This design comes from an exercise in tuning for small area and a short achievable clock period on the open sky130 flow, not from production work.
Only simulation tests tie the RTL to the original design; equivalence was not proved.
Power is estimated from default activity; no workload was simulated.

## mm_top
module mm_top (
  input  logic        clk,
  input  logic        rst_n,
  input  logic        i_awvalid,
  output logic        o_awready,
  input  logic [7:0]  i_awaddr,
  input  logic        i_wvalid,
  output logic        o_wready,
  input  logic [31:0] i_wdata,
  input  logic [3:0]  i_wstrb,
  output logic        o_bvalid,
  input  logic        i_bready,
  output logic [1:0]  o_bresp,
  input  logic        i_arvalid,
  output logic        o_arready,
  input  logic [7:0]  i_araddr,
  output logic        o_rvalid,
  input  logic        i_rready,
  output logic [31:0] o_rdata,
  output logic [1:0]  o_rresp
);
Settings: LEC_CHECK=0, ABC_CLOCK_PERIOD_IN_PS=4000, CAP_MARGIN=20, CORE_MARGIN=2, CORE_UTILIZATION=60, CTS_CLUSTER_DIAMETER=120, CTS_CLUSTER_SIZE=28, PLACE_DENSITY=0.55, SETUP_SLACK_MARGIN=4.55, SLEW_MARGIN=20, SYNTH_HIERARCHICAL=1; clock period 8.0 ns.
standard.sh (not shown) runs the stock make flow with config.mk's settings and CLKGATE_MAP_FILE= SYNTH_SCRIPT=/design/flow/synth_recipe.tcl, a recipe that flattens the netlist after the stock synthesis.
==> flow/flow/run.sh <==
#!/bin/bash
# Layout flow: the standard ORFS flow (standard.sh, unchanged synthesis and
# scripts) with the port buffers that placement inserts made the smallest
# buffer instead of the one buffer_ports picks by default. Timing repair still
# resizes any port buffer on a critical path.
set -euo pipefail
export BUFFER_PORTS_ARGS="-buffer_cell sky130_fd_sc_hd__buf_1"
bash standard.sh > standard.log 2>&1
The starting point produced a clean layout.
Change:
Settings changed: CTS_CLUSTER_DIAMETER 120 to 100, CTS_CLUSTER_SIZE 28 to 24, PLACE_DENSITY 0.55 to 0.7, SETUP_SLACK_MARGIN 4.55 to 4.47, TNS_END_PERCENT set to 10.
Final area came out lower slightly.
Worst setup slack degrades by 0.076 ns.
Total power came out higher by a few percent.
Sequential power barely changes.
Combinational power stays flat.
Utilization came out lower by 0.35 points.
Hold slack degrades by 0.0055 ns.
Non-clock buffer count came out lower by 10.
Routed wire length came out lower by a few percent.
Synthesized cell count does not change.
Via count barely changes.

---

## job 9691
mm_top again, from the RTL that the note above started with.
// mm_top
module mm_top (
  input  logic        clk,
  input  logic        rst_n,
  input  logic        i_awvalid,
  output logic        o_awready,
  input  logic [7:0]  i_awaddr,
  input  logic        i_wvalid,
  output logic        o_wready,
  input  logic [31:0] i_wdata,
  input  logic [3:0]  i_wstrb,
  output logic        o_bvalid,
  input  logic        i_bready,
  output logic [1:0]  o_bresp,
  input  logic        i_arvalid,
  output logic        o_arready,
  input  logic [7:0]  i_araddr,
  output logic        o_rvalid,
  input  logic        i_rready,
  output logic [31:0] o_rdata,
  output logic [1:0]  o_rresp
);
==> flow/config.mk <==
export PLATFORM = sky130hd
export DESIGN_NAME = mm_top
export DESIGN_NICKNAME = mm_top
export VERILOG_FILES = /design/flow/design.v
export SDC_FILE = /design/flow/constraint.sdc
export NUM_CORES = 4
export LEC_CHECK = 0
export ABC_CLOCK_PERIOD_IN_PS = 4000
export CAP_MARGIN = 20
export CORE_MARGIN = 2
export CORE_UTILIZATION = 60
export CTS_CLUSTER_DIAMETER = 120
export CTS_CLUSTER_SIZE = 28
export PLACE_DENSITY = 0.7
export SETUP_SLACK_MARGIN = 4.55
export SLEW_MARGIN = 20
export SYNTH_HIERARCHICAL = 1
==> flow/constraint.sdc <==
create_clock -name core_clock -period 8.0 [get_ports {clk}]
set_input_delay 1.6000 -clock core_clock [delete_from_list [all_inputs] [get_ports {clk}]]
set_output_delay 1.6000 -clock core_clock [all_outputs]
set_load 0.01 [all_outputs]
Scripts as last shown in full above: flow/flow/run.sh
Job 9691 closes out successfully: all stages finished, all timing, DRC and antenna checks passed.
### job 9691 -> job 4657
Settings: swapping 0.7 for 0.8 in PLACE_DENSITY; swapping 60 for 70 in CORE_UTILIZATION; swapping 120 for 100 in CTS_CLUSTER_DIAMETER; swapping 28 for 24 in CTS_CLUSTER_SIZE.
==> notes.md <==
There was hardly any difference in design area between job 9691 and job 4657. Job 4657 — cell count after placement 24 lower, job 9691 as reference. In job 4657 relative to job 9691, total wire length after detailed routing had gone up slightly. Comparing job 9691 and job 4657, the higher die area was measured on job 9691. Looking only at net switching fraction of the power, and setting everything else aside, the higher value of job 9691 and job 4657 goes to job 4657. Summary — clock transition at the register clock pins on the worst setup and hold paths after CTS, job 4657 relative to job 9691: lower, by 0.02 ns. The combinational fraction of design power on job 9691 is in line with that on job 4657. From job 9691 to job 4657 the numbers moved as follows: post-route minimum period moved up, power per standard cell area moved up. Having completed the whole flow, job 4657 delivered a layout that passed the timing, design-rule and antenna checks. Comparing job 4657 against job 9691, there is no change at all in number of max-capacitance violations reported. Compared with job 9691, job 4657 shows global-route wire length before repair that has gone up slightly.
Edits applied to the flow inputs when going from job 4657 to job 4913:
Settings: a change of PLACE_DENSITY from 0.8 to 0.7; a change of CORE_UTILIZATION from 70 to 60.
### Flow results
- Against job 4657, job 4913 reports a final standard cell utilization of the core that is lower.
- Per the comparison of job 4913 with job 4657, overall power after layout has increased, non-clock buffer count in the final layout has decreased, total power density per cell area has remained practically unchanged.
- Job 4913 vs. job 4657: area of the core region went up; wire length decreased about 1.2%.

---

Starting RTL as in the previous note.
==> flow/config.mk <==
export PLATFORM = sky130hd
export DESIGN_NAME = mm_top
export DESIGN_NICKNAME = mm_top
export VERILOG_FILES = /design/flow/design.v
export SDC_FILE = /design/flow/constraint.sdc
export NUM_CORES = 4
export LEC_CHECK = 0
export ABC_CLOCK_PERIOD_IN_PS = 6000
export CAP_MARGIN = 20
export CORE_MARGIN = 2
export CORE_UTILIZATION = 60
export CTS_CLUSTER_DIAMETER = 100
export CTS_CLUSTER_SIZE = 24
export PLACE_DENSITY = 0.7
export SETUP_SLACK_MARGIN = 4.55
export SLEW_MARGIN = 20
export SYNTH_HIERARCHICAL = 1
==> flow/constraint.sdc <==
create_clock -name core_clock -period 8.0 [get_ports {clk}]
set_input_delay 1.6000 -clock core_clock [delete_from_list [all_inputs] [get_ports {clk}]]
set_output_delay 1.6000 -clock core_clock [all_outputs]
set_load 0.01 [all_outputs]
Scripts as last shown in full above: flow/flow/run.sh
The baseline went through all stages and came out clean.
==> next run, changes <==
Settings changed: ABC_CLOCK_PERIOD_IN_PS 6000 to 4000, CTS_CLUSTER_DIAMETER 100 to 110, CTS_CLUSTER_SIZE 24 to 30, GPL_ROUTABILITY_DRIVEN from default to 0, PLACE_DENSITY 0.7 to 0.62.
Outcome: Register-to-register slack improved by 0.05 ns; power went down by 3.8%; clock-buffer cell count went down by 5; routed wire length went up by 1.4%; clock power went down by about 10%; core utilization went down by 0.56 points; first-iteration DRC count went up by 8.2%; sequential cell count stays the same.
==> next run, changes <==
Settings changed: CTS_CLUSTER_DIAMETER 110 to 120, CTS_CLUSTER_SIZE 30 to 28, PLACE_DENSITY 0.62 to 0.7.
Sequential share of layout area is lower by 0.32 points.
Via count is about the same.
Maximum frequency barely changes.
Global-route usage is about the same.
Synthesized area is unchanged.
Cell area went up by 0.57%.
Worst setup slack hardly moves.
Count of clock-buffer cells in the layout climbs by 2.
==> next run, changes <==
Settings changed: CTS_BUF_LIST from default to sky130_fd_sc_hd__clkbuf_8 sky130_fd_sc_hd__clkbuf_16, CTS_CLUSTER_DIAMETER 120 to 100, CTS_CLUSTER_SIZE 28 to 24, GPL_ROUTABILITY_DRIVEN 0 to default.
The changed run completed without violations.
Via count went down by 0.30%.
Final area barely changes.
Worst hold slack degrades by 0.0084 ns.
Die area does not change.
Combinational power hardly moves.
Synthesized area does not change.
Clock skew went up by 0.0049 ns.
Wire length went down by 0.32%.
Count of clock-buffer cells in the layout went down by 7.
Clock power went up by about 6%.
==> next run, changes <==
Settings changed: CTS_BUF_LIST sky130_fd_sc_hd__clkbuf_8 sky130_fd_sc_hd__clkbuf_16 to default, CTS_CLUSTER_DIAMETER 100 to 120, CTS_CLUSTER_SIZE 24 to 32.
Outcome:
- area after synthesis stays the same
- cell count goes down by about 0.3%
- fmax stays flat
- setup slack is about the same
- die area does not change
- sequential power stays flat
==> next run, changes <==
==> flow/flow/run.sh (replaced) <==
#!/bin/bash
# Layout flow: the standard ORFS flow (standard.sh: unchanged synthesis,
# scripts and settings from config.mk) with two layout changes:
#  - the port buffers that placement inserts are the smallest buffer instead of
#    the one buffer_ports picks by default (timing repair still resizes any on a
#    critical path);
#  - before the first resizing, split_ready.tcl puts the internal loads of the
#    gate that drives o_awready/o_wready behind a buffer of their own.
set -euo pipefail
here=$(pwd)
export BUFFER_PORTS_ARGS="-buffer_cell sky130_fd_sc_hd__buf_1"
export PRE_RESIZE_TCL="$here/flow/split_ready.tcl"
bash standard.sh > standard.log 2>&1
==> flow/flow/split_ready.tcl (new file) <==
# o_awready and o_wready are one gate of the write valids, which also drives
# the write logic inside. Move those inside loads behind a buffer of their
# own, so that the gate drives only the two port buffers and timing repair
# can make the port-to-port path short.
set obufs {}
set gnet ""
foreach port {o_awready o_wready} {
  foreach pin [get_pins -of_objects [get_nets $port]] {
    if {[get_property $pin direction] == "output"} {
      set inst [get_cells -of_objects $pin]
      lappend obufs [get_full_name $inst]
      foreach ipin [get_pins -of_objects $inst -filter "direction == input"] {
        set gnet [get_full_name [get_nets -of_objects $ipin]]
      }
    }
  }
}
set inside {}
foreach pin [get_pins -of_objects [get_nets $gnet]] {
  if {[get_property $pin direction] != "input"} { continue }
  if {[lsearch -exact $obufs [get_full_name [get_cells -of_objects $pin]]] >= 0} { continue }
  lappend inside [get_full_name $pin]
}
puts "split_ready: net $gnet, port buffers $obufs, [llength $inside] inside loads"
if {[llength $obufs] == 2 && [llength $inside] > 0} {
  insert_buffer -buffer_cell sky130_fd_sc_hd__buf_2 -net $gnet -load_pins $inside
}
Settings changed: CTS_CLUSTER_DIAMETER 120 to 100, CTS_CLUSTER_SIZE 32 to 24.
The changed run finished clean.
Total power increases by 3.1%.
Global-route usage went up by 0.14 points.
Setup slack hardly moves.
Die area does not change.
Area after synthesis stays the same.
Sequential share of layout area decreases by 0.39 points.
Design area went up by 0.87%.
Utilization grows by 0.56 points.
Sequential cell count does not change.
Wire length hardly moves.

-- what the ideal ports hide --
Ports are ideal in the flow. The routed layouts listed here were re-timed in OpenROAD.
Step 1 sets driving cells, clkbuf_16 on the clock port and buf_2 on the other inputs (assumed; they add their load-dependent delay and slew).
Step 2 adds t to the input delays and takes it off the output delays; t is the mean of the earliest and latest rising clock arrival at the registers after step 1. Input paths then give back, and output paths get back, about the clock's delay inside the block.
a / b / c = ideal ports / drivers / drivers and shift; a / b = the first two.
run	t (ns)	setup slack, ns	hold slack, ns	worst slew at a driven data input, ns	cell pins on the clock port's net
the first run of note 1	0.570	4.476 / 4.445 / 4.053	0.356 / 0.356 / 0.356	0.05	1
the second run of note 1	0.573	4.401 / 4.376 / 3.910	0.350 / 0.350 / 0.350	0.03	1
job 9691	0.564	4.473 / 4.441 / 4.108	0.345 / 0.345 / 0.345	0.04	1
job 4657	0.576	4.467 / 4.435 / 4.022	0.349 / 0.349 / 0.349	0.04	1
job 4913	0.570	4.473 / 4.441 / 4.078	0.346 / 0.346 / 0.346	0.04	1
the first run of note 3	0.570	4.473 / 4.441 / 4.078	0.346 / 0.346 / 0.346	0.04	1
the second run of note 3	0.563	4.477 / 4.445 / 4.070	0.353 / 0.353 / 0.353	0.05	1
the third run of note 3	0.571	4.476 / 4.439 / 4.058	0.355 / 0.355 / 0.355	0.05	1
the fourth run of note 3	0.571	4.473 / 4.441 / 4.081	0.347 / 0.347 / 0.347	0.04	1
the fifth run of note 3	0.564	4.473 / 4.441 / 4.017	0.347 / 0.347 / 0.347	0.04	1
the sixth run of note 3	0.569	4.475 / 4.443 / 4.025	0.350 / 0.350 / 0.350	0.04	1
After both steps setup and hold are still met in every run listed. For the second run of note 1, which loses most, drivers alone change the setup slack by -0.025 ns; drivers and shift together by -0.491 ns.
